From an optimization exercise on the open Yosys and OpenROAD flow, aimed at small area; shortcuts taken in it are not production practice. Where RTL was checked, it was by simulation tests only, not by an equivalence proof against the original. The RTL of runs 8 and 9 was laid out without a check of its function. Power figures rest on the tool's default switching activity, not on a simulated workload.

==> config.mk <==
export PLATFORM = sky130hd
export DESIGN_NAME = uart_echo_top
export DESIGN_NICKNAME = uart_echo_top
export VERILOG_FILES = /design/flow/design.v
export SDC_FILE = /design/flow/constraint.sdc
export NUM_CORES = 4
export LEC_CHECK = 0
export CAP_MARGIN = 20
export CORE_MARGIN = 2
export CORE_UTILIZATION = 40
export SLEW_MARGIN = 20
==> constraint.sdc <==
create_clock -name core_clock -period 8.0 [get_ports {clk}]
set_input_delay 1.6000 -clock core_clock [delete_from_list [all_inputs] [get_ports {clk}]]
set_output_delay 1.6000 -clock core_clock [all_outputs]
set_load 0.01 [all_outputs]
==> design.v <==
package uart_pkg;
    typedef logic [7:0] byte_t;
    localparam int DATA_BITS = 8;
    localparam logic LINE_IDLE = 1'b1;
    localparam logic START_LEVEL = 1'b0;
    localparam int CLOCKS_PER_BIT_DEFAULT = 32;
    localparam int FIFO_DEPTH_DEFAULT = 256;
endpackage
`timescale 1ns/1ps
module uart_rx #(
    parameter int CLOCKS_PER_BIT = uart_pkg::CLOCKS_PER_BIT_DEFAULT
) (
    input  logic            clk,
    input  logic            i_reset,
    input  logic            i_uart_rx,
    output logic            o_valid,
    output uart_pkg::byte_t o_data
);
    localparam int CNT_W = $clog2(CLOCKS_PER_BIT);
    localparam int BIT_W = $clog2(uart_pkg::DATA_BITS);
    localparam logic [CNT_W-1:0] FULL_BIT = CNT_W'(CLOCKS_PER_BIT - 1);
    localparam logic [CNT_W-1:0] HALF_BIT = CNT_W'(CLOCKS_PER_BIT / 2 - 1);
    localparam logic [BIT_W-1:0] LAST_BIT = BIT_W'(uart_pkg::DATA_BITS - 1);
    typedef enum logic [1:0] {
        ST_IDLE,
        ST_START,
        ST_DATA,
        ST_STOP
    } state_t;
    state_t          state;
    logic [CNT_W-1:0] bit_time;
    logic [BIT_W-1:0] bit_cnt;
    uart_pkg::byte_t  shift_reg;
    logic rx_meta;
    logic rx_sync;
    logic rx_prev;
    always_ff @(posedge clk) begin
        if (i_reset) begin
            rx_meta <= uart_pkg::LINE_IDLE;
            rx_sync <= uart_pkg::LINE_IDLE;
            rx_prev <= uart_pkg::LINE_IDLE;
        end else begin
            rx_meta <= i_uart_rx;
            rx_sync <= rx_meta;
            rx_prev <= rx_sync;
        end
    end
    always_ff @(posedge clk) begin
        if (i_reset) begin
            state    <= ST_IDLE;
            bit_time <= '0;
            bit_cnt  <= '0;
            o_valid  <= 1'b0;
        end else begin
            o_valid <= 1'b0;
            case (state)
                ST_IDLE: begin
                    if (rx_prev == uart_pkg::LINE_IDLE &&
                        rx_sync == uart_pkg::START_LEVEL) begin
                        state    <= ST_START;
                        bit_time <= HALF_BIT;
                    end
                end
                ST_START: begin
                    if (bit_time != '0) begin
                        bit_time <= bit_time - 1'b1;
                    end else if (rx_sync == uart_pkg::START_LEVEL) begin
                        state    <= ST_DATA;
                        bit_time <= FULL_BIT;
                        bit_cnt  <= '0;
                    end else begin
                        state <= ST_IDLE;
                    end
                end
                ST_DATA: begin
                    if (bit_time != '0) begin
                        bit_time <= bit_time - 1'b1;
                    end else begin
                        bit_time <= FULL_BIT;
                        if (bit_cnt == LAST_BIT) begin
                            state <= ST_STOP;
                        end else begin
                            bit_cnt <= bit_cnt + 1'b1;
                        end
                    end
                end
                ST_STOP: begin
                    if (bit_time != '0) begin
                        bit_time <= bit_time - 1'b1;
                    end else begin
                        o_valid <= (rx_sync == uart_pkg::LINE_IDLE);
                        state   <= ST_IDLE;
                    end
                end
                default: state <= ST_IDLE;
            endcase
        end
    end
    always_ff @(posedge clk) begin
        if (state == ST_DATA && bit_time == '0) begin
            shift_reg <= {rx_sync, shift_reg[7:1]};
        end
    end
    assign o_data = shift_reg;
endmodule
`timescale 1ns/1ps
module byte_fifo #(
    parameter int FIFO_DEPTH = uart_pkg::FIFO_DEPTH_DEFAULT
) (
    input  logic            clk,
    input  logic            i_reset,
    input  logic            i_valid,
    input  uart_pkg::byte_t i_data,
    output logic            o_valid,
    output uart_pkg::byte_t o_data,
    input  logic            i_ready
);
    localparam int AW = $clog2(FIFO_DEPTH);
    logic [AW:0] wr_ptr;
    logic [AW:0] rd_ptr;
    logic mem_empty;
    logic mem_full;
    logic out_load;
    logic bypass;
    logic mem_wr;
    logic mem_rd;
    assign mem_empty = (wr_ptr == rd_ptr);
    assign mem_full  = (wr_ptr[AW] != rd_ptr[AW]) &&
                       (wr_ptr[AW-1:0] == rd_ptr[AW-1:0]);
    assign out_load = !o_valid || i_ready;
    assign bypass = out_load && mem_empty && i_valid;
    assign mem_wr = i_valid && !mem_full && !bypass;
    assign mem_rd = out_load && !mem_empty;
    always_ff @(posedge clk) begin
        if (i_reset) begin
            wr_ptr  <= '0;
            rd_ptr  <= '0;
            o_valid <= 1'b0;
        end else begin
            if (mem_wr) begin
                wr_ptr <= wr_ptr + 1'b1;
            end
            if (mem_rd) begin
                rd_ptr <= rd_ptr + 1'b1;
            end
            if (out_load) begin
                o_valid <= mem_rd || bypass;
            end
        end
    end
    logic [8*FIFO_DEPTH-1:0] ring;
    uart_pkg::byte_t         ring_out;
    uart_pkg::byte_t         ring_in;
    logic [AW-1:0] rot;
    uart_pkg::byte_t wr_buf;
    logic            wr_pend;
    logic            rd_pend;
    logic            wr_hit;
    logic            rd_hit;
    logic            rd_from_buf;
    assign ring_out = ring[8*FIFO_DEPTH-1 -: 8];
    assign wr_hit   = wr_pend && (rot == wr_ptr[AW-1:0]);
    assign rd_hit   = rd_pend && (rot == rd_ptr[AW-1:0]);
    assign ring_in  = wr_hit ? wr_buf : ring_out;
    assign rd_from_buf = wr_pend && (wr_ptr[AW-1:0] == rd_ptr[AW-1:0] + 1'b1);
    always_ff @(posedge clk) begin
        ring <= {ring[8*FIFO_DEPTH-9:0], ring_in};
    end
    always_ff @(posedge clk) begin
        if (i_reset) begin
            rot     <= '0;
            wr_pend <= 1'b0;
            rd_pend <= 1'b0;
        end else begin
            rot <= rot + 1'b1;
            if (mem_wr) begin
                wr_pend <= 1'b1;
            end else if (wr_hit || (mem_rd && rd_from_buf)) begin
                wr_pend <= 1'b0;
            end
            if (mem_rd) begin
                rd_pend <= !rd_from_buf;
            end else if (rd_hit) begin
                rd_pend <= 1'b0;
            end
        end
    end
    always_ff @(posedge clk) begin
        if (mem_wr) begin
            wr_buf <= i_data;
        end
    end
    always_ff @(posedge clk) begin
        if (mem_rd && rd_from_buf) begin
            o_data <= wr_buf;
        end else if (rd_hit) begin
            o_data <= ring_out;
        end else if (bypass) begin
            o_data <= i_data;
        end
    end
endmodule
`timescale 1ns/1ps
module uart_tx #(
    parameter int CLOCKS_PER_BIT = uart_pkg::CLOCKS_PER_BIT_DEFAULT
) (
    input  logic            clk,
    input  logic            i_reset,
    input  logic            i_valid,
    input  uart_pkg::byte_t i_data,
    output logic            o_ready,
    output logic            o_uart_tx
);
    localparam int CNT_W = $clog2(CLOCKS_PER_BIT);
    localparam int BIT_W = $clog2(uart_pkg::DATA_BITS);
    localparam logic [CNT_W-1:0] FULL_BIT = CNT_W'(CLOCKS_PER_BIT - 1);
    localparam logic [BIT_W-1:0] LAST_BIT = BIT_W'(uart_pkg::DATA_BITS - 1);
    typedef enum logic [1:0] {
        ST_IDLE,
        ST_START,
        ST_DATA,
        ST_STOP
    } state_t;
    state_t           state;
    logic [CNT_W-1:0] bit_time;
    logic [BIT_W-1:0] bit_cnt;
    uart_pkg::byte_t  shift_reg;
    logic             bit_end;
    logic             shift_out;
    assign o_ready = (state == ST_IDLE);
    assign bit_end = (bit_time == '0);
    assign shift_out = bit_end &&
                       ((state == ST_START) ||
                        (state == ST_DATA && bit_cnt != LAST_BIT));
    always_ff @(posedge clk) begin
        if (i_reset) begin
            state     <= ST_IDLE;
            bit_time  <= '0;
            bit_cnt   <= '0;
            o_uart_tx <= uart_pkg::LINE_IDLE;
        end else begin
            case (state)
                ST_IDLE: begin
                    if (i_valid) begin
                        state     <= ST_START;
                        bit_time  <= FULL_BIT;
                        o_uart_tx <= uart_pkg::START_LEVEL;
                    end
                end
                ST_START: begin
                    if (bit_end) begin
                        state     <= ST_DATA;
                        bit_time  <= FULL_BIT;
                        bit_cnt   <= '0;
                        o_uart_tx <= shift_reg[0];
                    end else begin
                        bit_time <= bit_time - 1'b1;
                    end
                end
                ST_DATA: begin
                    if (!bit_end) begin
                        bit_time <= bit_time - 1'b1;
                    end else if (bit_cnt == LAST_BIT) begin
                        state     <= ST_STOP;
                        bit_time  <= FULL_BIT;
                        o_uart_tx <= uart_pkg::LINE_IDLE;
                    end else begin
                        bit_time  <= FULL_BIT;
                        bit_cnt   <= bit_cnt + 1'b1;
                        o_uart_tx <= shift_reg[0];
                    end
                end
                ST_STOP: begin
                    if (bit_end) begin
                        state <= ST_IDLE;
                    end else begin
                        bit_time <= bit_time - 1'b1;
                    end
                end
                default: state <= ST_IDLE;
            endcase
        end
    end
    always_ff @(posedge clk) begin
        if (o_ready && i_valid) begin
            shift_reg <= i_data;
        end else if (shift_out) begin
            shift_reg <= shift_reg >> 1;
        end
    end
endmodule
`timescale 1ns/1ps
module uart_echo_top #(
    parameter int CLOCKS_PER_BIT = uart_pkg::CLOCKS_PER_BIT_DEFAULT,
    parameter int FIFO_DEPTH     = uart_pkg::FIFO_DEPTH_DEFAULT
) (
    input  logic clk,
    input  logic i_reset,
    input  logic i_uart_rx,
    output logic o_uart_tx
);
    logic            rx_valid;
    uart_pkg::byte_t rx_data;
    logic            fifo_valid;
    uart_pkg::byte_t fifo_data;
    logic            tx_ready;
    uart_rx #(
        .CLOCKS_PER_BIT (CLOCKS_PER_BIT)
    ) uart_rx0 (
        .clk       (clk),
        .i_reset   (i_reset),
        .i_uart_rx (i_uart_rx),
        .o_valid   (rx_valid),
        .o_data    (rx_data)
    );
    byte_fifo #(
        .FIFO_DEPTH (FIFO_DEPTH)
    ) byte_fifo0 (
        .clk     (clk),
        .i_reset (i_reset),
        .i_valid (rx_valid),
        .i_data  (rx_data),
        .o_valid (fifo_valid),
        .o_data  (fifo_data),
        .i_ready (tx_ready)
    );
    uart_tx #(
        .CLOCKS_PER_BIT (CLOCKS_PER_BIT)
    ) uart_tx0 (
        .clk       (clk),
        .i_reset   (i_reset),
        .i_valid   (fifo_valid),
        .i_data    (fifo_data),
        .o_ready   (tx_ready),
        .o_uart_tx (o_uart_tx)
    );
endmodule
==> run.sh <==
#!/bin/bash
# synth_recipe.tcl (not shown) runs the flow's synth.tcl, then flattens the netlist and writes it again
# the make line also repeats each setting of config.mk as NAME=value (left out here)
make -C /OpenROAD-flow-scripts/flow DESIGN_CONFIG=/design/flow/config.mk WORK_HOME=/design/flow/orfs CLKGATE_MAP_FILE= SYNTH_SCRIPT=/design/flow/synth_recipe.tcl finish
==> results.yml, run 1 <==
floorplanning:
  start_util_pct: 40.4
  die_area_sq_mm: 0.116
  core_sq_mm: 0.112
  die_h_um: 341
  ios: 4
  num_rows: 123
  fp.dieW_um: 341
placed_design:
  hpwl_mm: 23.3
  pre_cts_slack_ns: 4.73
  io_buffers: 3
  dpl-instance-area_sq_mm: 0.0472
  place.gp.congestion: 0.771
  dp_cells: 3968
power_and_ir_drop:
  p_switching_mw: 3.87
  internal-power_mw: 16.0
  power_frac_clock_pct: 44.9
  p_total_mw: 19.8
  power_leakage_nw: 21.3
  power_density_mw_per_mm2: 370
  p_seq_share_pct: 54.1
  sw_frac_of_total_pct: 19.5
  combPwrFrac_pct: 1.0
  irDropWorstVdd_uv: 213
layout:
  drive_gt1_share_pct: 12.4
  fin_cells: 4306
  fill_cells: 9202
  antennaDiodeCount: 0
  reg.largest.list: "byte_fifo0.ring (2048), byte_fifo0.rd_ptr (9), byte_fifo0.wr_ptr (9)"
  nets: 2670
  largest_reg_flops: 2048
  top_register: "byte_fifo0.ring"
  area_growth_pct: 18.0
  design_area_sq_mm: 0.0536
  fin_util_pct: 47.6
logic_synthesis:
  syn-cell-area_sq_mm: 0.0454
  ys_ff_latch: 2134
  synthArstFlopShare_pct: 0
  synth_most_common_cell: "dfxtp_1"
  synth_top_cells_by_count: "2102 x dfxtp_1, 63 x nor2_1, 36 x xor2_1"
  netlist_top_cells_area: "dfxtp_1 93%, edfxtp_1 2.1%, mux2_2 0.77%, xor2_1 0.69%, nor2_1 0.52%"
  postSynthAreaPerCell_sq_um: 18.2
  synth_edf_count: 32
  yosys_warnings: 3
  syn-num-nets: 2509
  synthFlopType: "dfxtp_1"
  ys_seq_area_share_pct: 94.8
  synthCells: 2489
  yosysTopAreaCell: "dfxtp_1"
  synth_top_area_share_pct: 92.7
  synth.distinct_cells: 49
detailed_routing:
  drtIter0Drc: 776
  drt_first_pass_iters: 11
  routed_wl_mm: 49.6
  num_vias: 16400
  remaining_drc_errors: 0
  post_drt_wl_per_cell_um: 11.5
  antenna_left: 0
  vias_per_cell: 3.82
critical_path:
  critPathKind: "reg2reg"
  arrival_ns: 3.79
  rrSetupSlack_ns: 4.59
  setup.worst_path.start_class: "flop"
  critPathCaptureType: "flop"
  r2r_start: "byte_fifo0.wr_ptr[7]"
  worst_r2r_path_depth: 5
  critPathRequiredTime_ns: 8.38
  worst-path-max-fanout: 11
  r2r-end: "byte_fifo0.o_data[6]"
timing:
  fin_crit_ns: 3.41
  hold_viol_final: 0
  slew_viol_final: 0
  tightest_slew_ns: 1.10
  finalCritPeriodShare_pct: 42.7
  fin_skew_ns: 0.0323
  setup_viol_count_final: 0
  slew_headroom_pct: 26.4
  setup_tns_ns: 0
  rsz0062_at_grt: "false"
  fmax_mhz: 293
  hold_slack_ns: 0.306
  setup_ws_ns: 4.59
grt:
  grt_pass1_wl_mm: 86.1
  antenna_found_initial: 0
  grt_usage_pct: 8.89
  grt_pass1_vias: 17100
  grt_max_degree: 50
  grt_overflow: 0
cts:
  cts_setup_buffers: 0
  clock_latency_ns: 0.75
  root_buffer: "clkbuf_16"
  cts_resized: 0
  cts_tree: "built"
  cts_buffers: 180
  postCtsHoldBufs: 0
  cts_sinks: 2134
  path_clk_slew_ns: 0.06
  htree_levels: 4
  clockBufferDepth: 3
worst_hold_path:
  min_to: "byte_fifo0.ring[46]"
  min_path_type: "reg2reg"
  holdPathStages: 0
  worstHoldStart: "byte_fifo0.ring[38]"
job:
  drv_cap: 0
run_status:
  status: "timing/DRC/antenna clean"
-- worst max-delay path, cell delays in order (launching register included) --
cell	delay, ns
dfxtp_1	0.47
xor2_1	0.41
nor4_2	0.16
a31oi_1	0.91
nand3_1	0.60
nand3_1	0.52
-- worst max path at each step --
stage          cells after the start              endpoint                 start  slack, ns
2_1_floorplan                      3  byte_fifo0.rd_ptr[0]               i_reset       5.69
3_3_place_gp                       5  uart_tx0.bit_time[2]               i_reset       4.93
3_5_place_dp                       5  byte_fifo0.o_data[3]  byte_fifo0.wr_ptr[7]       4.73
4_1_cts                            1             o_uart_tx    uart_tx0.o_uart_tx       4.69
5_1_grt                            5  byte_fifo0.o_data[6]  byte_fifo0.rd_ptr[3]       4.29
6_report                           5  byte_fifo0.o_data[6]  byte_fifo0.wr_ptr[7]       4.59
-- metal layers --
metal | wire length (um) | vias up | global-route usage (%)
met5 | 0 | - | 0
met4 | 2100 | 0 | 4.96
met3 | 2760 | 222 | 2.95
met2 | 19100 | 380 | 11.7
met1 | 25700 | 7634 | 12.7
li1 | - | 8197 | -
-- final cells by class --
cell class | count | area, sq um | area share (%)
Clock inverter | 73 | 1040 | 1.94
Multi-Input combinational cell | 316 | 2210 | 4.12
Tap cell | 1500 | 1880 | 3.50
Sequential cell | 2134 | 43000 | 80.3
Timing Repair Buffer | 4 | 37.5 | 0.0701
Inverter | 14 | 52.6 | 0.0981
Clock buffer | 265 | 5310 | 9.92
-- cell families after synthesis --
family	count (synthesis)	synth area share [%]
AO/OA/AOI/OAI	58	0.838
AND/OR/NAND/NOR	152	1.66
adder cells (fa/ha/maj)	17	0.468
XOR/XNOR	54	1.04
flip-flops	2134	94.8
multiplexers	35	0.857
buffers and inverters	39	0.350
-- power groups by stage --
stage | combinational (mW) | clock [mW] | sequential [mW]
2_1_floorplan | 0.165 | 0 | 10.9
3_3_place_gp | 0.181 | 0 | 11.0
3_5_place_dp | 0.200 | 0 | 11.0
4_1_cts | 0.201 | 9.17 | 10.7
5_1_grt | 0.225 | 9.61 | 10.7
6_report | 0.206 | 8.91 | 10.7
-- cell usage in the layout, fill, tap and decap left out, types with 5 or more instances in the layout --
cell type / synthesis / final
nand3_1: 10 / 10
nand4_1: 11 / 11
edfxtp_1: 32 / 32
clkbuf_16: 0 / 180
xor2_1: 36 / 36
and3_1: 7 / 7
clkinv_2: 0 / 30
a21oi_1: 13 / 13
clkbuf_8: 0 / 49
bufinv_16: 0 / 16
dfxtp_1: 2102 / 2102
clkinv_16: 0 / 5
inv_1: 14 / 14
nor2_1: 63 / 63
or2_2: 5 / 5
clkbuf_1: 17 / 36
o21ai_0: 16 / 16
a211oi_1: 7 / 7
xnor2_1: 18 / 18
clkinvlp_4: 0 / 5
nand2_1: 32 / 32
mux2_2: 31 / 31
ha_1: 17 / 17
==> run 2: changes to the inputs <==
--- a/config.mk
+++ b/config.mk
@@ -9,3 +9,4 @@
 export CORE_MARGIN = 2
-export CORE_UTILIZATION = 40
+export CORE_UTILIZATION = 65
+export CTS_BUF_LIST = sky130_fd_sc_hd__clkbuf_4
 export SLEW_MARGIN = 20
==> results.yml, run 2 <==
run_status:
  status: "timing/DRC/antenna clean"
cts:
  cts_tree: "built"
  root_buffer: "clkbuf_4"
  htree_levels: 5
  cts_buffers: 468
  postCtsHoldBufs: 0
  cts_setup_buffers: 0
  clock_latency_ns: 1.15
  path_clk_slew_ns: 0.07
  cts_sinks: 2134
  clockBufferDepth: 4
  cts_resized: 0
placed_design:
  io_buffers: 3
  hpwl_mm: 23.2
  dp_cells: 3399
  place.gp.congestion: 0.732
floorplanning:
  die_h_um: 268
  core_sq_mm: 0.0688
  ios: 4
  fp.dieW_um: 268
  start_util_pct: 66.0
  num_rows: 96
  die_area_sq_mm: 0.0720
timing:
  fin_crit_ns: 3.56
  setup_tns_ns: 0
  fin_skew_ns: 0.140
  setup_viol_count_final: 0
  fmax_mhz: 281
  hold_viol_final: 0
  tightest_slew_ns: 0.979
  slew_headroom_pct: 34.5
  finalCritPeriodShare_pct: 44.5
  rsz0062_at_grt: "false"
  slew_viol_final: 0
  hold_slack_ns: 0.206
detailed_routing:
  drt_first_pass_iters: 4
  antenna_left: 0
  num_vias: 17600
  vias_per_cell: 4.21
  drtIter0Drc: 520
  routed_wl_mm: 51.5
  remaining_drc_errors: 0
  post_drt_wl_per_cell_um: 12.3
logic_synthesis:
  synth_top_area_share_pct: 92.7
  ys_ff_latch: 2134
  synth.distinct_cells: 49
  ys_seq_area_share_pct: 94.8
  syn-cell-area_sq_mm: 0.0454
  synth_edf_count: 32
  syn-num-nets: 2509
  yosysTopAreaCell: "dfxtp_1"
  synth_top_cells_by_count: "2102 x dfxtp_1, 63 x nor2_1, 36 x xor2_1"
  netlist_top_cells_area: "dfxtp_1 93%, edfxtp_1 2.1%, mux2_2 0.77%, xor2_1 0.69%, nor2_1 0.52%"
  yosys_warnings: 3
  synthFlopType: "dfxtp_1"
  synth_most_common_cell: "dfxtp_1"
  synthCells: 2489
  postSynthAreaPerCell_sq_um: 18.2
  synthArstFlopShare_pct: 0
layout:
  largest_reg_flops: 2048
  top_register: "byte_fifo0.ring"
  final_common_cell: "dfxtp_1"
  drive_gt1_share_pct: 23.5
  nets: 2958
  fin_util_pct: 75.8
  fin_cells: 4188
  area_growth_pct: 14.9
  mostFrequentLayoutCells: "2102 x dfxtp_1, 695 x clkbuf_4, 67 x clkinv_1"
  reg.largest.list: "byte_fifo0.ring (2048), byte_fifo0.rd_ptr (9), byte_fifo0.wr_ptr (9)"
grt:
  grt_max_degree: 34
  antenna_found_initial: 1
  grt_overflow: 0
  grt_usage_pct: 15.5
  grt_pass1_wl_mm: 90.0
  grt_pass1_vias: 19100
critical_path:
  worst-path-max-fanout: 2
  path_buf_inv: 1
  path_cells: "clkdlybuf4s50_1"
  path_delay_family: "buffers and inverters"
  critPathKind: "reg2out"
  critPathCaptureType: "output pin"
  arrival_ns: 1.96
  setup.worst_path.start_class: "flop"
  critPathSlowestCell: "clkdlybuf4s50_1"
  critPathRequiredTime_ns: 6.40
  slowest_delay_ns: 0.54
worst_hold_path:
  min_path_type: "reg2reg"
power_and_ir_drop:
  power_leakage_nw: 21.6
  power_density_mw_per_mm2: 355
  irDropWorstVdd_uv: 233
  p_total_mw: 18.5
job:
  drv_cap: 0
run 2: logic make-up after synthesis:
kind of cell,count (synthesis),share of synthesized area (%)
buffers and inverters,39,0.350
XOR/XNOR,54,1.04
adder cells (fa/ha/maj),17,0.468
flip-flops,2134,94.8
AO/OA/AOI/OAI,58,0.838
multiplexers,35,0.857
AND/OR/NAND/NOR,152,1.66
run 2: stage by stage:
stage               area [sq um]  setup slack (ns)
CTS                        52200              4.26
floorplan                  45400              5.69
global route               52200              4.28
detailed placement         46500              4.39
finish                     52200              4.44
global placement           46500              4.47
run 2: path summary, 6_finish.rpt:
| kind | from | end | slack, ns | depth (start not counted) |
|---|---|---|---|---|
| max | uart_tx0.o_uart_tx | o_uart_tx | 4.44 | 1 |
| max reg2reg | byte_fifo0.rd_ptr[7] | byte_fifo0.o_data[2] | 4.89 | 5 |
| min | byte_fifo0.ring[754] | byte_fifo0.ring[762] | 0.21 | 0 |
| min reg2reg | byte_fifo0.ring[754] | byte_fifo0.ring[762] | 0.21 | 0 |
run 2: routing by layer:
metal	vias up	track usage [%]	share of wire (%)	routed length [um]
met1	8236	21.8	53	27000
met2	254	20.8	42	21600
met5	-	0	0	0
li1	9045	-	-	-
met4	0	9.50	2.3	1210
met3	103	5.27	3.2	1660
run 2: power breakdown:
part / switching, mW / internal (mW) / total, mW
registers: 0.0257 / 10.7 / 10.7
clock network: 3.63 / 3.98 / 7.61
logic: 0.120 / 0.0824 / 0.202
run 2: cell type report:
type | count | area (sq um)
Clock buffer | 695 | 5220
Fill cell | 3912 | 16700
Multi-Input combinational cell | 316 | 2210
Tap cell | 931 | 1160
Inverter | 14 | 52.6
Clock inverter | 92 | 428
Sequential cell | 2134 | 43000
Timing Repair Buffer | 4 | 37.5
Antenna cell | 2 | 5.00
==> run 3: changes to the inputs <==
--- a/config.mk
+++ b/config.mk
@@ -10,3 +10,4 @@
 export CORE_UTILIZATION = 65
-export CTS_BUF_LIST = sky130_fd_sc_hd__clkbuf_4
+export CTS_BUF_LIST = sky130_fd_sc_hd__clkbuf_8
+export CTS_CLUSTER_SIZE = 40
 export SLEW_MARGIN = 20
==> results.yml, run 3 <==
layout:
  fin_util_pct: 76.1
  drive_gt1_share_pct: 15.5
  nets: 2793
  final_common_cell: "dfxtp_1"
  area_growth_pct: 15.4
  fill_cells: 3640
  reg.largest.list: "byte_fifo0.ring (2048), byte_fifo0.rd_ptr (9), byte_fifo0.wr_ptr (9)"
  mostFrequentLayoutCells: "2102 x dfxtp_1, 368 x clkbuf_8, 105 x inv_1"
  fin_cells: 3910
  top_register: "byte_fifo0.ring"
  largest_reg_flops: 2048
logic_synthesis:
  ys_seq_area_share_pct: 94.8
  ys_ff_latch: 2134
  synth_most_common_cell: "dfxtp_1"
  synthFlopType: "dfxtp_1"
  postSynthAreaPerCell_sq_um: 18.2
  synth_edf_count: 32
  yosys_warnings: 3
  syn-num-nets: 2509
  netlist_top_cells_area: "dfxtp_1 93%, edfxtp_1 2.1%, mux2_2 0.77%, xor2_1 0.69%, nor2_1 0.52%"
  synth.distinct_cells: 49
  synth_top_cells_by_count: "2102 x dfxtp_1, 63 x nor2_1, 36 x xor2_1"
  synth_top_area_share_pct: 92.7
  syn-cell-area_sq_mm: 0.0454
  synthCells: 2489
  yosysTopAreaCell: "dfxtp_1"
  synthArstFlopShare_pct: 0
grt:
  grt_usage_pct: 15.9
  grt_pass1_vias: 18200
  grt_overflow: 0
  grt_max_degree: 34
  grt_pass1_wl_mm: 91.1
  antenna_found_initial: 1
timing:
  slew_headroom_pct: 34.3
  setup_tns_ns: 0
  slew_viol_final: 0
  tightest_slew_ns: 0.982
  hold_viol_final: 0
  finalCritPeriodShare_pct: 41.7
  fin_skew_ns: 0.0502
  rsz0062_at_grt: "false"
  setup_viol_count_final: 0
  fmax_mhz: 300
  fin_crit_ns: 3.33
critical_path:
  slowest_delay_ns: 0.54
  critPathRequiredTime_ns: 6.40
  path_cells: "clkdlybuf4s50_1"
  path_buf_inv: 1
  critPathCaptureType: "output pin"
  timing.critical_path.to: "o_uart_tx"
  r2r_start: "byte_fifo0.rd_ptr[7]"
  crit_start: "uart_tx0.o_uart_tx"
  critPathSlowestCell: "clkdlybuf4s50_1"
  worst-path-max-fanout: 2
  arrival_ns: 1.73
  critPathKind: "reg2out"
  r2r-end: "byte_fifo0.o_data[2]"
  rrSetupSlack_ns: 4.96
  path_delay_family: "buffers and inverters"
  critical_path_depth: 1
  setup.worst_path.start_class: "flop"
  worst_r2r_path_depth: 5
placed_design:
  place.gp.congestion: 0.732
  io_buffers: 3
  dp_cells: 3399
  hpwl_mm: 23.2
detailed_routing:
  drt_first_pass_iters: 4
  post_drt_wl_per_cell_um: 13.6
  routed_wl_mm: 53.0
  num_vias: 16900
  vias_per_cell: 4.32
  drtIter0Drc: 548
  remaining_drc_errors: 0
  antenna_left: 0
run_status:
  status: "timing/DRC/antenna clean"
floorplanning:
  start_util_pct: 66.0
  ios: 4
  fp.dieW_um: 268
  die_h_um: 268
  num_rows: 96
  core_sq_mm: 0.0688
  die_area_sq_mm: 0.0720
worst_hold_path:
  min_path_type: "reg2reg"
power_and_ir_drop:
  power_leakage_nw: 21.5
  power_density_mw_per_mm2: 362
  irDropWorstVdd_uv: 259
cts:
  cts_setup_buffers: 0
  clockBufferDepth: 4
  cts_tree: "built"
  cts_sinks: 2134
  htree_levels: 5
  clock_latency_ns: 0.90
  root_buffer: "clkbuf_8"
  cts_resized: 0
  postCtsHoldBufs: 0
  path_clk_slew_ns: 0.06
  cts_buffers: 303
job:
  drv_cap: 0
run 3: cell counts after synthesis:
Identical to the previous run, type by type.
run 3: area by class of cell:
class	count	area, sq um	area share [%]
antenna	4	10.0	0.0191
clock buffer	368	5060	9.67
clock inverter	139	797	1.52
inverter	14	52.6	0.100
multi-input combinational	316	2210	4.23
sequential	2134	43000	82.2
tap	931	1160	2.22
timing repair buffer	4	37.5	0.0717
run 3: through the flow:
step | hold WS, ns | setup slack [ns] | cell area, sq um | power [mW]
final | 0.286 | 4.67 | 52400 | 19.0
after global placement | 0.311 | 4.47 | 46500 | 11.1
after floorplan | 0.310 | 5.69 | 45400 | 11.1
after CTS | 0.278 | 4.54 | 52400 | 19.2
after global routing | 0.278 | 4.56 | 52400 | 19.7
after detailed placement | 0.312 | 4.39 | 46500 | 11.2
run 3: worst min-delay path by stage:
stage                           from                    end  slack [ns]  cells after the start
2_1_floorplan   byte_fifo0.ring[992]  byte_fifo0.ring[1000]        0.31                      0
3_3_place_gp   byte_fifo0.ring[1359]  byte_fifo0.ring[1367]        0.31                      0
3_5_place_dp   byte_fifo0.ring[1363]  byte_fifo0.ring[1371]        0.31                      0
4_1_cts        byte_fifo0.ring[1852]  byte_fifo0.ring[1860]        0.28                      0
5_1_grt         byte_fifo0.ring[581]   byte_fifo0.ring[589]        0.28                      0
6_report        byte_fifo0.ring[738]   byte_fifo0.ring[746]        0.29                      0
run 3: report_power, final:
part	switching, mW	internal (mW)
Clock	3.66	4.37
Combinational	0.119	0.0823
Sequential	0.0253	10.7
run 3: layer usage:
metal | part of all wire (%) | global-route usage, % | vias up
met2 | 42 | 22.1 | 271
met3 | 3.7 | 4.41 | 135
met4 | 2.9 | 8.89 | 0
met1 | 51 | 22.7 | 8012
li1 | - | - | 8467
met5 | 0 | 0 | -
run 3: logic make-up after synthesis:
group | synth area share (%)
adders and majority gates | 0.468
and+or+nand+nor | 1.66
AOI/OAI and AO/OA | 0.838
buffers and inverters | 0.350
muxes | 0.857
DFF | 94.8
xor gates and xnor gates | 1.04
==> run 4: changes to the inputs <==
--- a/config.mk
+++ b/config.mk
@@ -11,3 +11,4 @@
 export CTS_BUF_LIST = sky130_fd_sc_hd__clkbuf_8
-export CTS_CLUSTER_SIZE = 40
+export CTS_CLUSTER_DIAMETER = 80
+export CTS_CLUSTER_SIZE = 16
 export SLEW_MARGIN = 20
==> results.yml, run 4 <==
logic_synthesis:
  synth_top_family_by_area: "simple AND/OR/NAND/NOR gates"
  synth_top_cells_by_count: "2102 x dfxtp_1, 63 x nor2_1, 36 x xor2_1"
  synthCells: 2489
  synth_edf_count: 32
  synth_most_common_cell: "dfxtp_1"
  synthArstFlopShare_pct: 0
  ys_ff_latch: 2134
  synthFlopType: "dfxtp_1"
  yosys_warnings: 3
  syn-num-nets: 2509
  postSynthAreaPerCell_sq_um: 18.2
  yosysTopAreaCell: "dfxtp_1"
  yosys.area_share.simple_pct: 1.66
  synth_compound_area_share_pct: 0.838
  synth.distinct_cells: 49
  netlist_top_cells_area: "dfxtp_1 93%, edfxtp_1 2.1%, mux2_2 0.77%, xor2_1 0.69%, nor2_1 0.52%"
  synth_xor_area_share_pct: 1.04
  syn-cell-area_sq_mm: 0.0454
  synth_mux_area_share_pct: 0.857
  ys_seq_area_share_pct: 94.8
  synth-adder-area-share_pct: 0.468
  synth_top_area_share_pct: 92.7
placed_design:
  hpwl_mm: 23.2
  io_buffers: 3
  place.gp.congestion: 0.732
cts:
  cts_buffers: 151
  clock_latency_ns: 0.80
  cts_resized: 0
  root_buffer: "clkbuf_8"
  cts_tree: "built"
  cts_setup_buffers: 0
  clockBufferDepth: 3
  postCtsHoldBufs: 0
  path_clk_slew_ns: 0.11
  htree_levels: 4
  cts_sinks: 2134
floorplanning:
  start_util_pct: 66.0
  die_h_um: 268
  ios: 4
  die_area_sq_mm: 0.0720
  num_rows: 96
  fp.dieW_um: 268
  core_sq_mm: 0.0688
detailed_routing:
  post_drt_wl_per_cell_um: 13.1
  routed_wl_mm: 46.9
  antenna_left: 0
  vias_per_cell: 4.35
  num_vias: 15600
  drtIter0Drc: 595
  drt_first_pass_iters: 4
  remaining_drc_errors: 0
layout:
  fin_util_pct: 70.9
  top_register: "byte_fifo0.ring"
  nets: 2641
  drive_gt1_share_pct: 8.06
  area_growth_pct: 7.53
  final_common_cell: "dfxtp_1"
  mostFrequentLayoutCells: "2102 x dfxtp_1, 153 x clkbuf_8, 63 x nor2_1"
  reg.largest.list: "byte_fifo0.ring (2048), byte_fifo0.rd_ptr (9), byte_fifo0.wr_ptr (9)"
  fill_cells: 4200
  largest_reg_flops: 2048
critical_path:
  arrival_ns: 1.72
  critPathKind: "reg2out"
  path_buf_inv: 1
  rrSetupSlack_ns: 4.94
  r2r-end: "byte_fifo0.o_data[2]"
  worst_r2r_path_depth: 5
  critPathSlowestCell: "clkdlybuf4s50_1"
  critical_path_depth: 1
  worst-path-max-fanout: 2
  setup.worst_path.start_class: "flop"
  path_delay_family: "buffers and inverters"
  timing.critical_path.to: "o_uart_tx"
  slowest_delay_ns: 0.54
  critPathRequiredTime_ns: 6.40
  crit_start: "uart_tx0.o_uart_tx"
  path_cells: "clkdlybuf4s50_1"
  critPathCaptureType: "output pin"
  r2r_start: "byte_fifo0.rd_ptr[7]"
timing:
  fmax_mhz: 302
  hold_viol_final: 0
  slew_viol_final: 0
  finalCritPeriodShare_pct: 41.4
  rsz0062_at_grt: "false"
  slew_headroom_pct: 35.1
  fin_skew_ns: 0.0336
  tightest_slew_ns: 0.970
  setup_tns_ns: 0
  fin_crit_ns: 3.32
  setup_viol_count_final: 0
grt:
  antenna_found_initial: 1
  grt_overflow: 0
  grt_pass1_vias: 15900
  met1_usage_pct: 21.3
  grt_usage_pct: 13.9
  met2_usage_pct: 18.5
  busiest_layer: "met1"
  grt_max_degree: 34
  grt_pass1_wl_mm: 80.1
  use_met3_pct: 3.62
run_status:
  status: "timing/DRC/antenna clean"
power_and_ir_drop:
  combPwrFrac_pct: 1.3
  p_seq_share_pct: 68.6
  irDropWorstVdd_uv: 254
  power_leakage_nw: 19.4
  internal-power_mw: 12.5
  power_frac_clock_pct: 30.1
  sw_frac_of_total_pct: 19.7
  p_switching_mw: 3.08
  power_density_mw_per_mm2: 320
job:
  drv_cap: 0
worst_hold_path:
  min_path_type: "reg2reg"
[run 4: cell counts after synthesis]
Identical to the previous run, type by type.
[run 4: area by class of cell]
type	count	area (sq um)	area share, %
Inverter	14	52.6	0.108
Sequential cell	2134	43000	88.2
Timing Repair Buffer	4	37.5	0.0769
Multi-Input combinational cell	316	2210	4.53
Clock buffer	153	2110	4.31
Tap cell	931	1160	2.39
Antenna cell	4	10.0	0.0205
Clock inverter	21	200	0.410
[run 4: worst min-delay path by stage]
stage	cells past startpoint	to	startpoint	slack (ns)
floorplan	0	byte_fifo0.ring[1000]	byte_fifo0.ring[992]	0.31
global placement	0	byte_fifo0.ring[1367]	byte_fifo0.ring[1359]	0.31
detailed placement	0	byte_fifo0.ring[1371]	byte_fifo0.ring[1363]	0.31
CTS	0	byte_fifo0.ring[1656]	byte_fifo0.ring[1648]	0.30
global route	0	byte_fifo0.ring[1863]	byte_fifo0.ring[1855]	0.31
finish	0	byte_fifo0.ring[148]	byte_fifo0.ring[140]	0.30
[run 4: power groups by stage]
stage | clock, mW | combinational [mW] | sequential (mW)
final | 4.71 | 0.201 | 10.7
after global routing | 5.28 | 0.226 | 10.7
after CTS | 4.92 | 0.201 | 10.7
after detailed placement | 0 | 0.199 | 11.0
after global placement | 0 | 0.190 | 11.0
after floorplan | 0 | 0.165 | 10.9
[run 4: stage by stage]
step / setup WS [ns] / instances / hold slack, ns / area [sq um] / total power [mW]
after floorplan: 5.69 / 2489 / 0.310 / 45400 / 11.1
after global routing: 4.56 / 3577 / 0.312 / 48800 / 16.2
final: 4.68 / 3577 / 0.303 / 48800 / 15.6
after detailed placement: 4.39 / 3399 / 0.312 / 46500 / 11.2
after global placement: 4.47 / 3399 / 0.311 / 46500 / 11.1
after CTS: 4.56 / 3573 / 0.301 / 48800 / 15.8
[run 4: cell families after synthesis]
family	count (synthesis)
simple gates	152
mux	35
buf+inv	39
fa+ha+maj	17
flops	2134
compound gates	58
xor+xnor	54
[run 4: metal layers]
metal / wire [um] / vias up
li1: - / 7975
met1: 25500 / 7267
met2: 18000 / 208
met3: 1830 / 127
met4: 1520 / 0
met5: 0 / -
==> run 5: changes to the inputs <==
--- a/config.mk
+++ b/config.mk
@@ -9,3 +9,3 @@
 export CORE_MARGIN = 2
-export CORE_UTILIZATION = 65
+export CORE_UTILIZATION = 88
 export CTS_BUF_LIST = sky130_fd_sc_hd__clkbuf_8
==> results.yml, run 5 <==
logic_synthesis:
  postSynthAreaPerCell_sq_um: 18.2
  yosys_warnings: 3
  synth_most_common_cell: "dfxtp_1"
  synth_mux_area_share_pct: 0.857
  synthCells: 2489
  ys_seq_area_share_pct: 94.8
  synthArstFlopShare_pct: 0
  yosysTopAreaCell: "dfxtp_1"
  synth.distinct_cells: 49
  netlist_top_cells_area: "dfxtp_1 93%, edfxtp_1 2.1%, mux2_2 0.77%, xor2_1 0.69%, nor2_1 0.52%"
  synth_top_family_by_area: "simple AND/OR/NAND/NOR gates"
  synth_edf_count: 32
  yosys.area_share.simple_pct: 1.66
  synthFlopType: "dfxtp_1"
  synth_top_cells_by_count: "2102 x dfxtp_1, 63 x nor2_1, 36 x xor2_1"
  syn-num-nets: 2509
  ys_ff_latch: 2134
  synth-adder-area-share_pct: 0.468
  synth_compound_area_share_pct: 0.838
  synth_xor_area_share_pct: 1.04
  syn-cell-area_sq_mm: 0.0454
  synth_top_area_share_pct: 92.7
run_status:
  error_line: "Error: detail_place.tcl, 38 bad optional access"
  stop_stage: "detailed placement"
  status: "did not finish"
placed_design:
  place.gp.congestion: 0.757
  io_buffers: 3
floorplanning:
  ios: 4
  die_h_um: 231
  num_rows: 83
  fp.dieW_um: 231
  start_util_pct: 88.7
## run 5: cell counts after synthesis
Identical to the previous run, type by type.
## run 5: logic make-up after synthesis
kind of cell               Yosys count
AOI/OAI and AO/OA                   58
adders and majority gates           17
muxes                               35
xor gates and xnor gates            54
and+or+nand+nor                    152
DFF                               2134
buffers and inverters               39
## run 5: worst min path at each step
stage | startpoint | slack, ns | endpoint
after floorplan | byte_fifo0.ring[992] | 0.31 | byte_fifo0.ring[1000]
after global placement | byte_fifo0.ring[1783] | 0.31 | byte_fifo0.ring[1791]
## run 5: metrics by stage
stage / hold WS, ns / setup WS [ns] / std cells / power, mW / area, sq um
floorplan: 0.310 / 5.69 / 2489 / 11.1 / 45400
global placement: 0.310 / 4.56 / 3148 / 11.2 / 46200
## run 5: power groups by stage
stage	combinational, mW	sequential (mW)	clock, mW
after floorplan	0.165	10.9	0
after global placement	0.194	11.0	0
==> run 6: changes to the inputs <==
--- a/config.mk
+++ b/config.mk
@@ -9,3 +9,3 @@
 export CORE_MARGIN = 2
-export CORE_UTILIZATION = 88
+export CORE_UTILIZATION = 80
 export CTS_BUF_LIST = sky130_fd_sc_hd__clkbuf_8
==> results.yml, run 6 <==
run_status:
  status: "did not finish"
  stop_stage: "detailed placement"
  error_line: "[ERROR DPL-0033] detailed placement checks failed during check placement."
logic_synthesis:
  ys_ff_latch: 2134
  postSynthAreaPerCell_sq_um: 18.2
  synthFlopType: "dfxtp_1"
  synth_top_cells_by_count: "2102 x dfxtp_1, 63 x nor2_1, 36 x xor2_1"
  synthCells: 2489
  synthArstFlopShare_pct: 0
  netlist_top_cells_area: "dfxtp_1 93%, edfxtp_1 2.1%, mux2_2 0.77%, xor2_1 0.69%, nor2_1 0.52%"
  syn-num-nets: 2509
  synth_top_area_share_pct: 92.7
  synth.distinct_cells: 49
  syn-cell-area_sq_mm: 0.0454
  synth_most_common_cell: "dfxtp_1"
  ys_seq_area_share_pct: 94.8
  yosysTopAreaCell: "dfxtp_1"
  yosys_warnings: 3
  synth_edf_count: 32
floorplanning:
  fp.dieW_um: 242
  num_rows: 87
  start_util_pct: 80.7
  die_h_um: 242
  ios: 4
placed_design:
  io_buffers: 3
  hpwl_mm: 47.5
  place.gp.congestion: 0.770
==> run 6: worst max-delay path by stage <==
stage / cells after the start / end
global placement: 5 / byte_fifo0.o_data[0]
floorplan: 3 / byte_fifo0.rd_ptr[0]
==> run 6: power by group through the flow <==
stage / combinational, mW / clock, mW / sequential [mW]
floorplan: 0.165 / 0 / 10.9
global placement: 0.187 / 0 / 11.0
==> run 6: logic make-up after synthesis <==
kind of cell / after synthesis / share of synthesized area (%)
AOI/OAI and AO/OA: 58 / 0.838
xor gates and xnor gates: 54 / 1.04
adders and majority gates: 17 / 0.468
buffers and inverters: 39 / 0.350
DFF: 2134 / 94.8
muxes: 35 / 0.857
and+or+nand+nor: 152 / 1.66
==> run 6: metrics by stage <==
step / total power, mW / hold WS [ns] / std cells
after global placement: 11.1 / 0.310 / 3224
after floorplan: 11.1 / 0.310 / 2489
==> run 7: changes to the inputs <==
--- a/config.mk
+++ b/config.mk
@@ -9,6 +9,6 @@
 export CORE_MARGIN = 2
-export CORE_UTILIZATION = 80
-export CTS_BUF_LIST = sky130_fd_sc_hd__clkbuf_8
+export CORE_UTILIZATION = 65
+export CTS_BUF_LIST = sky130_fd_sc_hd__clkbuf_16
 export CTS_CLUSTER_DIAMETER = 80
-export CTS_CLUSTER_SIZE = 16
+export CTS_CLUSTER_SIZE = 20
 export SLEW_MARGIN = 20
==> results.yml, run 7 <==
logic_synthesis:
  synthArstFlopShare_pct: 0
  netlist_top_cells_area: "dfxtp_1 93%, edfxtp_1 2.1%, mux2_2 0.77%, xor2_1 0.69%, nor2_1 0.52%"
  synth_top_cells_by_count: "2102 x dfxtp_1, 63 x nor2_1, 36 x xor2_1"
  postSynthAreaPerCell_sq_um: 18.2
  synth.distinct_cells: 49
  yosysTopAreaCell: "dfxtp_1"
  synth_edf_count: 32
  synthCells: 2489
  synthFlopType: "dfxtp_1"
  yosys_warnings: 3
  synth_most_common_cell: "dfxtp_1"
  syn-num-nets: 2509
  synth_top_area_share_pct: 92.7
  ys_ff_latch: 2134
  syn-cell-area_sq_mm: 0.0454
  ys_seq_area_share_pct: 94.8
critical_path:
  critPathCaptureType: "output pin"
  path_delay_family: "buffers and inverters"
  path_buf_inv: 1
  arrival_ns: 1.58
  critPathRequiredTime_ns: 6.40
  setup.worst_path.start_class: "flop"
  critPathSlowestCell: "clkdlybuf4s50_1"
  path_cells: "clkdlybuf4s50_1"
  slowest_delay_ns: 0.54
  critPathKind: "reg2out"
  worst-path-max-fanout: 2
layout:
  area_growth_pct: 9.27
  largest_reg_flops: 2048
  fin_util_pct: 72.1
  reg.largest.list: "byte_fifo0.ring (2048), byte_fifo0.rd_ptr (9), byte_fifo0.wr_ptr (9)"
  drive_gt1_share_pct: 6.62
  antennaDiodeCount: 0
  fill_cells: 3972
  top_register: "byte_fifo0.ring"
  final_common_cell: "dfxtp_1"
  mostFrequentLayoutCells: "2102 x dfxtp_1, 118 x clkbuf_16, 63 x nor2_1"
  nets: 2607
timing:
  fmax_mhz: 314
  slew_headroom_pct: 34.7
  hold_slack_ns: 0.300
  fin_crit_ns: 3.18
  tightest_slew_ns: 0.976
  rsz0062_at_grt: "false"
  setup_tns_ns: 0
  finalCritPeriodShare_pct: 39.8
  hold_viol_final: 0
  slew_viol_final: 0
  fin_skew_ns: 0.0472
  setup_viol_count_final: 0
detailed_routing:
  post_drt_wl_per_cell_um: 15.3
  vias_per_cell: 4.43
  routed_wl_mm: 54.2
  route.top_layer_used: "met4"
  num_vias: 15700
  remaining_drc_errors: 0
  wl_met2_mm: 24.0
  drt_first_pass_iters: 4
  drtIter0Drc: 664
  antenna_left: 0
  wl_met3_mm: 1.48
  wl_met1_mm: 27.4
job:
  drv_cap: 0
cts:
  clock_latency_ns: 0.68
  postCtsHoldBufs: 0
  htree_levels: 3
  root_buffer: "clkbuf_16"
  cts_buffers: 117
  cts_resized: 0
  cts_tree: "built"
  cts_setup_buffers: 0
  cts_sinks: 2134
  clockBufferDepth: 3
  path_clk_slew_ns: 0.08
placed_design:
  hpwl_mm: 23.2
  place.gp.congestion: 0.732
  io_buffers: 3
power_and_ir_drop:
  internal-power_mw: 13.4
  p_total_mw: 16.7
  power_frac_clock_pct: 34.5
  combPwrFrac_pct: 1.2
  irDropWorstVdd_uv: 235
  p_seq_share_pct: 64.3
  power_density_mw_per_mm2: 336
  power_leakage_nw: 19.7
  p_switching_mw: 3.25
  sw_frac_of_total_pct: 19.5
grt:
  grt_max_degree: 34
  grt_overflow: 0
  grt_pass1_wl_mm: 90.6
  antenna_found_initial: 0
  grt_pass1_vias: 16600
  grt_usage_pct: 16.0
worst_hold_path:
  min_path_type: "reg2reg"
floorplanning:
  die_area_sq_mm: 0.0720
  start_util_pct: 66.0
  core_sq_mm: 0.0688
  die_h_um: 268
  num_rows: 96
  ios: 4
  fp.dieW_um: 268
run_status:
  status: "timing/DRC/antenna clean"
-- run 7: logic make-up (layout without fill, tap and decap cells) --
kind of cell,Yosys count,after routing,synth area share (%)
flops,2134,2134,94.8
simple gates,152,152,1.66
compound gates,58,58,0.838
xor+xnor,54,54,1.04
buf+inv,39,150,0.350
mux,35,35,0.857
fa+ha+maj,17,17,0.468
-- run 7: routing by layer --
layer / up-vias / track usage, %
li1: 7915 / -
met1: 7493 / 23.3
met2: 149 / 24.5
met3: 96 / 2.93
met5: - / 0
met4: 0 / 5.30
-- run 7: final timing paths --
check,from,to,slack (ns),cells past startpoint
setup / recovery,uart_tx0.o_uart_tx,o_uart_tx,4.82,1
hold / removal,byte_fifo0.ring[140],byte_fifo0.ring[148],0.30,0
setup reg to reg,byte_fifo0.rd_ptr[7],byte_fifo0.o_data[0],4.99,5
hold reg to reg,byte_fifo0.ring[140],byte_fifo0.ring[148],0.30,0
-- run 7: cell type report --
class                      count  area, sq um  share of cell area, %
clock buffer                 118         2950                   5.95
clock inverter                14          153                  0.308
inverter                      14         52.6                  0.106
multi-input combinational    316         2210                   4.46
sequential                  2134        43000                   86.8
tap                          931         1160                   2.35
timing repair buffer           4         37.5                 0.0757
-- run 7: power by group through the flow --
stage / combinational [mW] / clock (mW) / sequential, mW
global route: 0.228 / 6.28 / 10.7
detailed placement: 0.199 / 0 / 11.0
floorplan: 0.165 / 0 / 10.9
global placement: 0.190 / 0 / 11.0
finish: 0.201 / 5.75 / 10.7
CTS: 0.201 / 5.93 / 10.7
-- run 7: through the flow --
| stage | area (sq um) | cells | worst slack, ns |
|---|---|---|---|
| after CTS | 49600 | 3531 | 4.73 |
| after global placement | 46500 | 3399 | 4.47 |
| after global routing | 49600 | 3531 | 4.73 |
| after floorplan | 45400 | 2489 | 5.69 |
| final | 49600 | 3531 | 4.82 |
| after detailed placement | 46500 | 3399 | 4.39 |
==> run 8: changes to the inputs <==
--- a/design.v
+++ b/design.v
@@ -118,4 +118,7 @@
     localparam int AW = $clog2(FIFO_DEPTH);
-    logic [AW:0] wr_ptr;
-    logic [AW:0] rd_ptr;
+    logic [AW-1:0] wr_pos;
+    logic [AW-1:0] rd_pos;
+    logic          last_wr;
+    logic          rd_pend;
+    logic ptr_eq;
     logic mem_empty;
@@ -126,5 +129,5 @@
     logic mem_rd;
-    assign mem_empty = (wr_ptr == rd_ptr);
-    assign mem_full  = (wr_ptr[AW] != rd_ptr[AW]) &&
-                       (wr_ptr[AW-1:0] == rd_ptr[AW-1:0]);
+    assign ptr_eq    = (wr_pos == rd_pos);
+    assign mem_empty = ptr_eq && !last_wr;
+    assign mem_full  = ptr_eq && last_wr;
     assign out_load = !o_valid || i_ready;
@@ -133,19 +136,2 @@
     assign mem_rd = out_load && !mem_empty;
-    always_ff @(posedge clk) begin
-        if (i_reset) begin
-            wr_ptr  <= '0;
-            rd_ptr  <= '0;
-            o_valid <= 1'b0;
-        end else begin
-            if (mem_wr) begin
-                wr_ptr <= wr_ptr + 1'b1;
-            end
-            if (mem_rd) begin
-                rd_ptr <= rd_ptr + 1'b1;
-            end
-            if (out_load) begin
-                o_valid <= mem_rd || bypass;
-            end
-        end
-    end
     logic [8*FIFO_DEPTH-1:0] ring;
@@ -153,14 +139,9 @@
     uart_pkg::byte_t         ring_in;
-    logic [AW-1:0] rot;
-    uart_pkg::byte_t wr_buf;
-    logic            wr_pend;
-    logic            rd_pend;
-    logic            wr_hit;
-    logic            rd_hit;
-    logic            rd_from_buf;
+    uart_pkg::byte_t         wr_buf;
+    logic                    wr_hit;
+    logic                    rd_hit;
     assign ring_out = ring[8*FIFO_DEPTH-1 -: 8];
-    assign wr_hit   = wr_pend && (rot == wr_ptr[AW-1:0]);
-    assign rd_hit   = rd_pend && (rot == rd_ptr[AW-1:0]);
+    assign wr_hit   = (wr_pos == '0);
+    assign rd_hit   = rd_pend && (rd_pos == '0);
     assign ring_in  = wr_hit ? wr_buf : ring_out;
-    assign rd_from_buf = wr_pend && (wr_ptr[AW-1:0] == rd_ptr[AW-1:0] + 1'b1);
     always_ff @(posedge clk) begin
@@ -170,14 +151,21 @@
         if (i_reset) begin
-            rot     <= '0;
-            wr_pend <= 1'b0;
+            wr_pos  <= '0;
+            rd_pos  <= '0;
+            last_wr <= 1'b0;
             rd_pend <= 1'b0;
+            o_valid <= 1'b0;
         end else begin
-            rot <= rot + 1'b1;
+            if (!mem_wr) begin
+                wr_pos <= wr_pos - 1'b1;
+            end
+            if (!mem_rd) begin
+                rd_pos <= rd_pos - 1'b1;
+            end
             if (mem_wr) begin
-                wr_pend <= 1'b1;
-            end else if (wr_hit || (mem_rd && rd_from_buf)) begin
-                wr_pend <= 1'b0;
+                last_wr <= 1'b1;
+            end else if (mem_rd) begin
+                last_wr <= 1'b0;
             end
             if (mem_rd) begin
-                rd_pend <= !rd_from_buf;
+                rd_pend <= 1'b1;
             end else if (rd_hit) begin
@@ -185,2 +173,5 @@
             end
+            if (out_load) begin
+                o_valid <= mem_rd || bypass;
+            end
         end
@@ -193,6 +184,4 @@
     always_ff @(posedge clk) begin
-        if (mem_rd && rd_from_buf) begin
-            o_data <= wr_buf;
-        end else if (rd_hit) begin
-            o_data <= ring_out;
+        if (rd_hit) begin
+            o_data <= mem_full ? ring_out : ring_in;
         end else if (bypass) begin
--- a/config.mk
+++ b/config.mk
@@ -9,6 +9,6 @@
 export CORE_MARGIN = 2
-export CORE_UTILIZATION = 65
-export CTS_BUF_LIST = sky130_fd_sc_hd__clkbuf_16
+export CORE_UTILIZATION = 72
+export CTS_BUF_LIST = sky130_fd_sc_hd__clkbuf_8
 export CTS_CLUSTER_DIAMETER = 80
-export CTS_CLUSTER_SIZE = 20
+export CTS_CLUSTER_SIZE = 16
 export SLEW_MARGIN = 20
==> results.yml, run 8 <==
run_status:
  status: "timing/DRC/antenna clean"
layout:
  final_common_cell: "dfxtp_1"
  drive_gt1_share_pct: 7.51
  fin_cells: 3449
  nets: 2612
  multi_input_area_sq_mm: 0.00181
  mostFrequentLayoutCells: "2092 x dfxtp_1, 156 x clkbuf_8, 44 x nand2_1"
  area_growth_pct: 7.34
  fin_util_pct: 78.1
  fill_cells: 3003
  top_register: "byte_fifo0.ring"
  design_area_sq_mm: 0.0481
  seq_area_sq_mm: 0.0428
  largest_reg_flops: 2048
floorplanning:
  num_rows: 91
  die_area_sq_mm: 0.0642
  ios: 4
  core_sq_mm: 0.0616
  fp.dieW_um: 253
  die_h_um: 253
  start_util_pct: 72.7
power_and_ir_drop:
  p_switching_mw: 3.40
  power_density_mw_per_mm2: 340
  power_leakage_nw: 19.2
  internal-power_mw: 13.0
  p_total_mw: 16.3
  irDropWorstVdd_uv: 246
  sw_frac_of_total_pct: 20.8
  power_frac_clock_pct: 28.8
  combPwrFrac_pct: 3.4
  p_seq_share_pct: 67.8
critical_path:
  critPathRequiredTime_ns: 6.40
  setup.worst_path.start_class: "flop"
  critPathSlowestCell: "clkdlybuf4s50_1"
  critPathKind: "reg2out"
  critPathCaptureType: "output pin"
  worst_r2r_path_depth: 7
  arrival_ns: 1.75
  path_cells: "clkdlybuf4s50_1"
  rrSetupSlack_ns: 5.62
  slowest_delay_ns: 0.62
  r2r_start: "uart_rx0.bit_time[0]"
  path_delay_family: "buffers and inverters"
  worst-path-max-fanout: 2
  path_buf_inv: 1
logic_synthesis:
  netlist_top_cells_area: "dfxtp_1 93%, edfxtp_1 2.1%, ha_1 0.47%, a21oi_1 0.44%, nand2_1 0.37%"
  synthCells: 2449
  ys_seq_area_share_pct: 95.6
  syn-cell-area_sq_mm: 0.0448
  syn-num-nets: 2469
  synth_top_area_share_pct: 93.5
  yosys_warnings: 3
  synth_edf_count: 32
  yosysTopAreaCell: "dfxtp_1"
  synth.distinct_cells: 50
  ys_ff_latch: 2124
  postSynthAreaPerCell_sq_um: 18.3
  synthArstFlopShare_pct: 0
  synthFlopType: "dfxtp_1"
  synth_top_cells_by_count: "2092 x dfxtp_1, 44 x nand2_1, 39 x a21oi_1"
  synth_most_common_cell: "dfxtp_1"
grt:
  grt_overflow: 0
  grt_usage_pct: 16.9
  grt_pass1_vias: 16500
  grt_pass1_wl_mm: 85.5
  antenna_found_initial: 2
  grt_max_degree: 45
timing:
  tightest_slew_ns: 0.932
  fin_skew_ns: 0.0282
  slew_headroom_pct: 37.0
  hold_slack_ns: 0.308
  hold_viol_final: 0
  rsz0062_at_grt: "false"
  finalCritPeriodShare_pct: 41.9
  setup_ws_ns: 4.65
  fmax_mhz: 299
  slew_viol_final: 0
  setup_viol_count_final: 0
  setup_tns_ns: 0
  fin_crit_ns: 3.35
placed_design:
  pre_cts_slack_ns: 4.80
  io_buffers: 3
  dpl-instance-area_sq_mm: 0.0458
  place.gp.congestion: 0.706
  dp_cells: 3277
  hpwl_mm: 24.8
detailed_routing:
  drt_first_pass_iters: 5
  remaining_drc_errors: 0
  routed_wl_mm: 51.1
  antenna_left: 0
  vias_per_cell: 4.53
  post_drt_wl_per_cell_um: 14.8
  drtIter0Drc: 666
  num_vias: 15600
cts:
  htree_levels: 4
  postCtsHoldBufs: 0
  path_clk_slew_ns: 0.09
  clock_latency_ns: 0.78
  cts_tree: "built"
  cts_resized: 0
  cts_setup_buffers: 0
  root_buffer: "clkbuf_8"
  clockBufferDepth: 3
  cts_buffers: 150
  cts_sinks: 2124
worst_hold_path:
  min_to: "byte_fifo0.ring[1337]"
  worstHoldStart: "byte_fifo0.ring[1329]"
  holdPathStages: 0
  min_path_type: "reg2reg"
job:
  drv_cap: 0
run 8: cell types whose count changed in the layout (fill, tap and decap cells not counted), sizes merged, moves of 10 or more:
cell    delta
a21oi     +26
clkbuf    +38
dfxtp     -10
inv       +11
mux2      -21
nand2     +12
nand4     -11
nor2      -26
nor3      +12
o21ai     +11
or3       +13
xnor2     -14
xor2      -28
run 8: cell families after synthesis:
logic type,count (synthesis),share of synthesized area [%]
xor gates and xnor gates,12,0.235
adders and majority gates,17,0.475
buffers and inverters,37,0.335
and+or+nand+nor,145,1.67
AOI/OAI and AO/OA,103,1.37
muxes,11,0.274
DFF,2124,95.6
run 8: cell type report:
class	instances	area share, %
flip-flops and latches	2124	89.1
repair buffers	6	0.109
well taps	837	2.18
diodes	1	0.00520
inverters	22	0.172
clock buffers	156	4.47
multi-input cells	288	3.76
clock inverters	15	0.203
run 8: metal layers:
layer  track usage (%)  vias to the layer above  wire length [um]
met1              24.5                     7357             26000
met4              7.02                        0              1220
met3              3.97                      117              1760
li1                  -                     7916                 -
met2              25.0                      230             22100
met5                 0                        -                 0
run 8: worst max path at each step:
stage / slack, ns / depth (start not counted) / end / startpoint
floorplan: 5.43 / 4 / byte_fifo0.o_valid / i_reset
global placement: 4.84 / 4 / byte_fifo0.rd_pos[1] / i_reset
detailed placement: 4.80 / 4 / uart_rx0.bit_cnt[2] / i_reset
CTS: 4.55 / 1 / o_uart_tx / uart_tx0.o_uart_tx
global route: 4.56 / 1 / o_uart_tx / uart_tx0.o_uart_tx
finish: 4.65 / 1 / o_uart_tx / uart_tx0.o_uart_tx
run 8: power by group through the flow:
stage | clock, mW | combinational (mW) | sequential, mW
finish | 4.71 | 0.563 | 11.1
global route | 5.21 | 0.632 | 11.1
CTS | 4.85 | 0.558 | 11.1
detailed placement | 0 | 0.555 | 11.3
floorplan | 0 | 0.462 | 11.3
global placement | 0 | 0.531 | 11.3
==> run 9: changes to the inputs <==
--- a/config.mk
+++ b/config.mk
@@ -9,3 +9,3 @@
 export CORE_MARGIN = 2
-export CORE_UTILIZATION = 72
+export CORE_UTILIZATION = 65
 export CTS_BUF_LIST = sky130_fd_sc_hd__clkbuf_8
==> results.yml, run 9 <==
critical_path:
  r2r-end: "byte_fifo0.wr_pos[1]"
  critPathCaptureType: "output pin"
  path_cells: "clkdlybuf4s50_1"
  slowest_delay_ns: 0.63
  timing.critical_path.to: "o_uart_tx"
  r2r_start: "uart_tx0.state[0]"
  path_buf_inv: 1
  path_delay_family: "buffers and inverters"
  critical_path_depth: 1
  critPathRequiredTime_ns: 6.40
  rrSetupSlack_ns: 5.36
  critPathKind: "reg2out"
  setup.worst_path.start_class: "flop"
  worst-path-max-fanout: 2
  critPathSlowestCell: "clkdlybuf4s50_1"
  crit_start: "uart_tx0.o_uart_tx"
  worst_r2r_path_depth: 8
  arrival_ns: 1.76
floorplanning:
  die_area_sq_mm: 0.0710
  core_sq_mm: 0.0685
  die_h_um: 267
  start_util_pct: 65.4
  fp.dieW_um: 267
  ios: 4
  num_rows: 96
worst_hold_path:
  min_path_type: "reg2reg"
  worstHoldStart: "byte_fifo0.ring[1829]"
layout:
  drive_gt1_share_pct: 7.43
  nets: 2612
  mostFrequentLayoutCells: "2092 x dfxtp_1, 151 x clkbuf_8, 44 x nand2_1"
  fin_util_pct: 70.3
  area_growth_pct: 7.48
  top_register: "byte_fifo0.ring"
  final_common_cell: "dfxtp_1"
  fin_cells: 3493
  design_area_sq_mm: 0.0481
  largest_reg_flops: 2048
cts:
  root_buffer: "clkbuf_8"
  cts_tree: "built"
  path_clk_slew_ns: 0.10
  htree_levels: 4
  cts_setup_buffers: 0
  cts_buffers: 150
  postCtsHoldBufs: 0
  clockBufferDepth: 3
  cts_resized: 0
  clock_latency_ns: 0.78
  cts_sinks: 2124
grt:
  antenna_found_initial: 2
  grt_max_degree: 45
  grt_overflow: 0
  grt_usage_pct: 13.1
  grt_pass1_wl_mm: 75.7
  grt_pass1_vias: 15700
timing:
  setup_tns_ns: 0
  hold_viol_final: 0
  fmax_mhz: 297
  fin_skew_ns: 0.0291
  rsz0062_at_grt: "false"
  slew_headroom_pct: 28.9
  setup_ws_ns: 4.64
  tightest_slew_ns: 1.06
  fin_crit_ns: 3.36
  finalCritPeriodShare_pct: 42.1
  slew_viol_final: 0
  setup_viol_count_final: 0
logic_synthesis:
  ys_ff_latch: 2124
  synthFlopType: "dfxtp_1"
  synth.distinct_cells: 50
  ys_seq_area_share_pct: 95.6
  syn-num-nets: 2469
  syn-cell-area_sq_mm: 0.0448
  synth_top_cells_by_count: "2092 x dfxtp_1, 44 x nand2_1, 39 x a21oi_1"
  synth_top_area_share_pct: 93.5
  synth_edf_count: 32
  postSynthAreaPerCell_sq_um: 18.3
  yosysTopAreaCell: "dfxtp_1"
  synthCells: 2449
  netlist_top_cells_area: "dfxtp_1 93%, edfxtp_1 2.1%, ha_1 0.47%, a21oi_1 0.44%, nand2_1 0.37%"
  yosys_warnings: 3
  synthArstFlopShare_pct: 0
  synth_most_common_cell: "dfxtp_1"
job:
  drv_cap: 0
power_and_ir_drop:
  power_density_mw_per_mm2: 338
  irDropWorstVdd_uv: 210
  power_leakage_nw: 19.2
detailed_routing:
  wl_met2_mm: 16.5
  route.top_layer_used: "met4"
  drtIter0Drc: 648
  wl_met3_mm: 1.78
  drt_first_pass_iters: 5
  post_drt_wl_per_cell_um: 12.6
  wl_met1_mm: 24.2
  remaining_drc_errors: 0
  routed_wl_mm: 43.8
  num_vias: 15600
  antenna_left: 0
  vias_per_cell: 4.46
placed_design:
  dp_cells: 3322
  io_buffers: 3
  pre_cts_slack_ns: 4.80
  place.gp.congestion: 0.703
  hpwl_mm: 21.5
  dpl-instance-area_sq_mm: 0.0459
run_status:
  status: "timing/DRC/antenna clean"
==> run 9: cell families (layout without fill, tap and decap cells) <==
| logic type | count (synthesis) | in the layout | share of synthesized area [%] |
|---|---|---|---|
| AO/OA/AOI/OAI | 103 | 103 | 1.37 |
| buffers and inverters | 37 | 198 | 0.335 |
| other | 0 | 1 | 0 |
| multiplexers | 11 | 11 | 0.274 |
| AND/OR/NAND/NOR | 145 | 145 | 1.67 |
| adder cells (fa/ha/maj) | 17 | 17 | 0.475 |
| flip-flops | 2124 | 2124 | 95.6 |
| XOR/XNOR | 12 | 12 | 0.235 |
==> run 9: metal layers <==
layer / vias up / global-route usage, %
li1: 7902 / -
met1: 7345 / 20.3
met2: 218 / 16.7
met3: 115 / 3.46
met4: 0 / 6.79
met5: - / 0
==> run 9: power breakdown <==
group	total, mW	switching, mW	internal, mW
registers	11.1	0.126	10.9
clock network	4.64	2.87	1.76
logic	0.573	0.332	0.241
total	16.3	3.33	12.9
==> run 9: area by class of cell <==
type	count	area, sq um
antenna	1	2.50
inverter	22	82.6
fill	4366	20300
tap	882	1100
timing repair buffer	6	52.6
sequential	2124	42800
clock buffer	151	2080
multi-input combinational	288	1800
clock inverter	19	183
==> run 9: worst min path at each step <==
| stage | slack (ns) | cells after the start | end |
|---|---|---|---|
| after global placement | 0.31 | 0 | byte_fifo0.ring[1396] |
| after CTS | 0.31 | 0 | byte_fifo0.ring[1790] |
| final | 0.31 | 0 | byte_fifo0.ring[1837] |
| after detailed placement | 0.31 | 0 | byte_fifo0.ring[1407] |
| after global routing | 0.30 | 0 | byte_fifo0.ring[1790] |
| after floorplan | 0.31 | 0 | byte_fifo0.ring[1000] |
==> run 9: through the flow <==
stage                     power, mW  hold WS (ns)
after detailed placement       11.9         0.312
final                          16.3         0.312
after CTS                      16.5         0.311
after floorplan                11.7         0.310
after global routing           17.0         0.305
after global placement         11.8         0.310

-- port drivers added, routing unchanged --
The results above use ideal ports. As a check the final layouts listed here were re-extracted and re-timed, cells and wires unchanged.
Step 1 (the two cells are an assumption about what drives the block):
set clk [get_ports {clk}]
set_driving_cell -lib_cell sky130_fd_sc_hd__clkbuf_16 $clk
set_driving_cell -lib_cell sky130_fd_sc_hd__buf_2 [delete_from_list [all_inputs] $clk]
Step 2, shift: input delay + t, output delay - t, t = (earliest + latest rising clock arrival at the registers) / 2. This alone moves slack from input paths to output paths.
a / b / c = ideal ports / drivers / drivers and shift; a / b = the first two.
| run | t, ns | setup WS [ns] | clock arrival spread, ns | worst data-port slew with drivers (ns) |
|---|---|---|---|---|
| run 1 | 0.795 | 4.586 / 4.586 / 4.586 | 0.039 / 0.039 | 0.04 |
| run 2 | 1.148 | 4.443 / 4.382 / 4.447 | 0.175 / 0.175 | 0.03 |
| run 3 | 0.922 | 4.668 / 4.607 / 4.400 | 0.102 / 0.102 | 0.03 |
| run 4 | 0.840 | 4.684 / 4.626 / 4.427 | 0.043 / 0.042 | 0.03 |
| run 7 | 0.737 | 4.816 / 4.751 / 4.415 | 0.072 / 0.072 | 0.03 |
| run 8 | 0.822 | 4.652 / 4.593 / 4.793 | 0.034 / 0.033 | 0.03 |
| run 9 | 0.821 | 4.636 / 4.578 / 4.817 | 0.036 / 0.036 | 0.04 |
After both steps setup and hold are still met in every run listed. The setup slack of run 7, which loses most, moves by -0.065 ns with the drivers and by -0.401 ns with both steps.
